Source: an optimization exercise on an open RTL-to-GDS flow (aim: small area and a short achievable clock period). Production flows keep margins and buffers that such runs may drop. In this exercise RTL edits were held to simulation tests only and were not proved equivalent to the original.

==> 04-11: inputs <==
// rob_top
module rob_top (
    input  logic                clk,
    input  logic                rst,
    input  logic                dispatch_valid,
    output logic                dispatch_ready,
    output rob_pkg::rob_idx_t   dispatch_idx,
    input  isa_pkg::word_t      dispatch_pc,
    input  isa_pkg::inst_kind_e dispatch_kind,
    input  logic                dispatch_predicted_taken,
    input  isa_pkg::word_t      dispatch_branch_target,
    input  isa_pkg::areg_t      dispatch_dest_areg,
    input  rob_pkg::preg_t      dispatch_dest_preg,
    input  logic                cdb_valid,
    input  rob_pkg::rob_idx_t   cdb_rob_idx,
    input  isa_pkg::word_t      cdb_data,
    output logic                commit_valid,
    input  logic                commit_ready,
    output isa_pkg::word_t      commit_pc,
    output isa_pkg::word_t      commit_result,
    output isa_pkg::areg_t      commit_dest_areg,
    output rob_pkg::preg_t      commit_dest_preg,
    output logic                redirect_valid,
    output isa_pkg::word_t      redirect_target
);
export LEC_CHECK = 0
export CAP_MARGIN = 20
export CORE_MARGIN = 2
export CORE_UTILIZATION = 55
export SETUP_SLACK_MARGIN = 2.3
export SLEW_MARGIN = 20
create_clock -name core_clock -period 4.5 [get_ports {clk}]
standard.sh (not shown) runs the stock make flow with config.mk's settings and CLKGATE_MAP_FILE= SYNTH_SCRIPT=/design/flow/synth_recipe.tcl, a recipe that flattens the netlist after the stock synthesis.
==> flow/flow/run.sh <==
#!/bin/bash
# The standard layout, with two changes to how it is made:
#  - the port buffers start as buf_2 instead of the resizer's default choice
#    (a delay cell); timing repair still resizes them as it needs;
#  - clock tree synthesis inserts no dummy loads.
set -euo pipefail
export BUFFER_PORTS_ARGS="-buffer_cell sky130_fd_sc_hd__buf_2"
export CTS_ARGS="-sink_clustering_enable -repair_clock_nets -dont_use_dummy_load"
bash standard.sh > standard_flow.log 2>&1
==> 12-22: changes against 04-11 <==
--- a/flow/design.v
+++ b/flow/design.v
@@ -45,70 +45,80 @@
     output isa_pkg::word_t      redirect_target
 );
     localparam int D  = 16;
     localparam int XW = 32;
     localparam int AW = 5;
     localparam int PW = 6;
     localparam int IW = 4;
-    localparam int SW = XW + AW + PW + 2;    
+    localparam int SW = XW + AW + PW;        
     localparam int F  = D - 1;               
     logic [IW-1:0]  hp;         
     logic [IW-1:0]  hp1;        
+    logic [IW-1:0]  hp2;        
+    logic           nd;         
     logic [IW-1:0]  tail;
     logic [IW-1:0]  fr, fw;     
     logic [IW:0]    count;
     logic           empty, one, full;    
     logic           jal_pend;   
     logic [F-1:0][SW-1:0] f_st;    
     logic [D-1:0][XW-1:0] s_res;
     logic [D-1:0]         s_done;
+    logic [D-1:0][1:0]    s_mc;      
+    logic [D-1:0]         s_mpd;     
     logic [SW-1:0]  h_st;
     logic [XW-1:0]  h_res;
     logic           h_done;
     logic           h_mpv;
+    logic [1:0]     h_mc, h_mc_n;
+    logic           h_mpv_n;
     logic [SW-1:0]  h_st_n;
     logic [XW-1:0]  h_res_n;
     logic           h_done_n;
     logic [D-1:0]   nsel, csel;
     logic [F-1:0]   fsel, fwsel;
     logic [SW-1:0]  n_st, d_st;
     logic [XW-1:0]  n_res, target;
-    logic           n_done;
-    logic [1:0]     h_mc, d_mc;
+    logic           n2_done, n_mpd, nd_n;
+    logic [1:0]     n_mc, d_mc;
+    logic [D-1:0]   wsel;
     logic           c_head, c_next;
     logic           commit_fire, flush, dispatch_fire;
     logic           d_jal0;
     logic [IW:0]    count_n;
-    assign h_mc = h_st[1:0];
     assign commit_valid     = h_done;
     assign commit_pc        = h_st[SW-1 -: XW];
-    assign commit_dest_areg = h_st[PW+2 +: AW];
-    assign commit_dest_preg = h_st[2 +: PW];
+    assign commit_dest_areg = h_st[PW +: AW];
+    assign commit_dest_preg = h_st[0 +: PW];
     assign commit_result    = h_res;
     assign commit_fire    = h_done && commit_ready;
     assign flush          = h_mpv && commit_ready;
     assign dispatch_ready = !full && !flush;
     assign dispatch_fire  = dispatch_valid && dispatch_ready;
     assign dispatch_idx   = tail;
     assign d_jal0 = (dispatch_kind == isa_pkg::KIND_JAL) && !dispatch_predicted_taken;
     assign d_mc   = {((dispatch_kind == isa_pkg::KIND_BRANCH) && !dispatch_predicted_taken) || d_jal0,
                      ((dispatch_kind == isa_pkg::KIND_BRANCH) &&  dispatch_predicted_taken) || d_jal0};
-    assign d_st   = {dispatch_pc, dispatch_dest_areg, dispatch_dest_preg, d_mc};
+    assign d_st   = {dispatch_pc, dispatch_dest_areg, dispatch_dest_preg};
     always_comb begin
         n_st   = '0;
         n_res  = '0;
-        n_done = 1'b0;
+        n2_done = 1'b0;
+        n_mpd  = 1'b0;
+        n_mc   = '0;
         for (int i = 0; i < F; i++) begin
             fsel[i] = (fr == IW'(i));
             n_st   = n_st   | ({SW{fsel[i]}} & f_st[i]);
         end
         for (int i = 0; i < D; i++) begin
             nsel[i] = (hp1 == IW'(i));
             n_res  = n_res  | ({XW{nsel[i]}} & s_res[i]);
-            n_done = n_done | (nsel[i] & s_done[i]);
+            n2_done = n2_done | ((hp2 == IW'(i)) & s_done[i]);
+            n_mpd  = n_mpd  | (nsel[i] & s_mpd[i]);
+            n_mc   = n_mc   | ({2{nsel[i]}} & s_mc[i]);
         end
     end
     assign c_head = cdb_valid && (cdb_rob_idx == hp);
     assign c_next = cdb_valid && (cdb_rob_idx == hp1);
     always_comb begin
         count_n = count;
         case ({dispatch_fire, commit_fire})
@@ -120,14 +130,15 @@
             count_n = '0;
         end
     end
     always_ff @(posedge clk) begin
         if (rst) begin
             hp             <= '0;
             hp1            <= IW'(1);
+            hp2            <= IW'(2);
             tail           <= '0;
             fr             <= '0;
             fw             <= '0;
             count          <= '0;
             empty          <= 1'b1;
             one            <= 1'b0;
             full           <= 1'b0;
@@ -137,15 +148,16 @@
             redirect_valid <= flush;
             count          <= count_n;
             empty          <= (count_n == '0);
             one            <= (count_n == (IW+1)'(1));
             full           <= count_n[IW];
             if (commit_fire) begin
                 hp  <= hp1;
-                hp1 <= hp1 + 1'b1;
+                hp1 <= hp2;
+                hp2 <= hp2 + 1'b1;
             end
             if (flush) begin
                 tail     <= hp1;
                 fr       <= '0;
                 fw       <= '0;
                 jal_pend <= 1'b0;
             end else begin
@@ -170,37 +182,52 @@
             redirect_target <= target;
         end else if (dispatch_valid && !full && d_jal0 && !jal_pend) begin
             redirect_target <= dispatch_branch_target;
         end
     end
     always_comb begin
         h_st_n = h_st;
+        h_mc_n = h_mc;
         if (empty || commit_fire) begin
             h_st_n = (empty || one) ? d_st : n_st;
+            h_mc_n = (empty || one) ? d_mc : n_mc;
         end
         h_res_n = h_res;
         if (commit_fire) begin
-            h_res_n = (c_next && !n_done) ? cdb_data : n_res;
+            h_res_n = nd ? n_res : cdb_data;
         end else if (c_head && !h_done) begin
             h_res_n = cdb_data;
         end
         h_done_n = h_done;
         if (rst || flush || empty) begin
             h_done_n = 1'b0;
         end else if (commit_fire) begin
-            h_done_n = !one && (c_next || n_done);
+            h_done_n = !one && (c_next || nd);
         end else if (c_head) begin
             h_done_n = 1'b1;
         end
-    end
-    always_ff @(posedge clk) begin
+        if (rst || flush || empty) begin
+            h_mpv_n = 1'b0;
+        end else if (commit_fire) begin
+            h_mpv_n = !one && (nd ? n_mpd : (c_next && (cdb_data[0] ? n_mc[1] : n_mc[0])));
+        end else if (c_head && !h_done) begin
+            h_mpv_n = cdb_data[0] ? h_mc[1] : h_mc[0];
+        end else begin
+            h_mpv_n = h_mpv;
+        end
+    end
+    assign nd_n = commit_fire ? (!(((tail == hp2) && !full)) && ((cdb_valid && (cdb_rob_idx == hp2)) || n2_done))
+                              : (!(((tail == hp1) && !full)) && (c_next || nd));
+    always_ff @(posedge clk) begin
+        nd     <= nd_n;
         h_st   <= h_st_n;
         h_res  <= h_res_n;
         h_done <= h_done_n;
-        h_mpv  <= h_done_n && (h_res_n[0] ? h_st_n[1] : h_st_n[0]);
+        h_mc   <= h_mc_n;
+        h_mpv  <= h_mpv_n;
     end
     always_comb begin
         for (int i = 0; i < F; i++) begin
             fwsel[i] = (fw == IW'(i)) && !full;
         end
     end
     always_ff @(posedge clk) begin
@@ -211,17 +238,24 @@
         end
     end
     always_comb begin
         for (int i = 0; i < D; i++) begin
             csel[i] = cdb_valid && (cdb_rob_idx == IW'(i));
         end
     end
-    always_ff @(posedge clk) begin
-        for (int i = 0; i < D; i++) begin
-            if ((tail == IW'(i)) && !full) begin
+    always_comb begin
+        for (int i = 0; i < D; i++) begin
+            wsel[i]  = (tail == IW'(i)) && !full;
+            s_mpd[i] = s_done[i] && (s_res[i][0] ? s_mc[i][1] : s_mc[i][0]);
+        end
+    end
+    always_ff @(posedge clk) begin
+        for (int i = 0; i < D; i++) begin
+            if (wsel[i]) begin
+                s_mc[i]   <= d_mc;
                 s_done[i] <= 1'b0;
             end else if (csel[i]) begin
                 s_done[i] <= 1'b1;
             end
             if (csel[i] && !s_done[i]) begin
                 s_res[i] <= cdb_data;
             end
==> flow/flow/run.sh (replaced) <==
#!/bin/bash
# The standard layout, with two changes to how it is made:
#  - the port buffers start as buf_2 instead of the resizer's default choice
#    (a delay cell); timing repair still resizes them as it needs;
#  - clock tree synthesis clusters up to 24 sinks per leaf buffer and inserts
#    no dummy loads.
set -euo pipefail
export BUFFER_PORTS_ARGS="-buffer_cell sky130_fd_sc_hd__buf_2"
export CTS_ARGS="-sink_clustering_enable -repair_clock_nets -dont_use_dummy_load -sink_clustering_size 24 -sink_clustering_max_diameter 100"
bash standard.sh > standard_flow.log 2>&1
CORE_UTILIZATION = 62   (was 55)
SETUP_SLACK_MARGIN = 2.25   (was 2.3)
==> impl_metrics.prom <==
# TYPE chip_impl_metric gauge
chip_impl_info{name="status",value="finished clean"} 1
chip_impl_metric{name="layout.buffer.nonclock.area_share",unit=""} 0.0830
chip_impl_metric{name="total_power",unit="mW"} 25.4
chip_impl_info{name="holdCritStartpoint",value="dispatch_branch_target[12]"} 1
chip_impl_info{name="crit-reg2reg-capture",value="h_mpv$_DFF_P_"} 1
chip_impl_metric{name="syn-cell-area",unit="mm²"} 0.0515
chip_impl_metric{name="floorplan.die.width",unit="µm"} 310
chip_impl_metric{name="timing.fmax",unit="MHz"} 395
chip_impl_info{name="worst_setup_path_startpoint",value="hp1[0]$_SDFFE_PP1P_"} 1
chip_impl_metric{name="first_global_vias",unit=""} 32406
chip_impl_metric{name="synth_compound_gate_area_share",unit=""} 0.120
chip_impl_metric{name="ff2ff_setup_slack",unit="ns"} 1.97
chip_impl_metric{name="number_of_cells_upsized_or_downsized_after_cts",unit=""} 285
chip_impl_metric{name="design.die.area",unit="mm²"} 0.0960
chip_impl_metric{name="cp_bufs_invs",unit=""} 4
chip_impl_metric{name="final_critical_path_setup_slack",unit="ns"} 1.97
chip_impl_metric{name="post-route-util",unit=""} 0.669
chip_impl_metric{name="synth.yosys.seq_area_share",unit=""} 0.774
(the above is from 04-11)
==> impl_metrics.prom <==
# TYPE chip_impl_metric gauge
chip_impl_info{name="status",value="finished clean"} 1
chip_impl_metric{name="num_io_pins",unit=""} 233
chip_impl_metric{name="switching_power_as_a_share_of_total_power",unit=""} 0.220
chip_impl_metric{name="first_global_vias",unit=""} 32978
chip_impl_metric{name="post-route-util",unit=""} 0.741
chip_impl_metric{name="crit_fanout",unit=""} 5
chip_impl_metric{name="cts_hold_buffers",unit=""} 0
chip_impl_info{name="crit-reg2reg-capture",value="h_st[15]$_DFFE_PP_"} 1
chip_impl_metric{name="number_of_cells_upsized_or_downsized_after_cts",unit=""} 234
chip_impl_metric{name="layout.buffer.nonclock.area_share",unit=""} 0.0973
chip_impl_metric{name="synth.yosys.seq_area_share",unit=""} 0.767
chip_impl_metric{name="final_critical_path_setup_slack",unit="ns"} 2.02
chip_impl_info{name="holdCritStartpoint",value="hp[1]$_SDFFE_PP0P_"} 1
chip_impl_info{name="synth_top_cells_by_area",value="sky130_fd_sc_hd__edfxtp_1, sky130_fd_sc_hd__a22oi_1, sky130_fd_sc_hd__dfxtp_1"} 1
chip_impl_metric{name="cp_bufs_invs",unit=""} 2
chip_impl_info{name="worst_setup_path_startpoint",value="fr[1]$_SDFFE_PP0P_"} 1
chip_impl_metric{name="whs_path_depth",unit=""} 2
chip_impl_metric{name="floorplan.die.width",unit="µm"} 294
chip_impl_metric{name="comb.multi_input.count",unit=""} 1641
(the above is from 12-22)

separate check: timing with driven ports:
The flow's constraints put no driver on any port. The routed layouts listed below were extracted and timed again, unchanged, in two steps. Step 1, drivers: a clkbuf_16 drives clk and a buf_2 each remaining input, both assumed. Step 2 moves the port delays by t, midway between the first and last clock arrival at a register: inputs arrive t later, outputs are due t later. That takes back most of the time a late clock gives input paths. a / b / c = no drivers / after step 1 / after step 2; a / b = the first two.
run | t, ns | setup WS [ns] | worst setup path at the end | worst slew at a driven data input, ns | pins driven straight from the clock port
04-11 | 0.797 | 1.970 / 1.970 / 1.341 | input to register | 0.13 | 1
12-22 | 0.706 | 2.015 / 2.015 / 1.607 | input to register | 0.13 | 1
After both steps every run listed still meets setup and hold. For 04-11, which loses most, drivers alone change the setup slack by 0.000 ns; drivers and shift together by -0.629 ns.
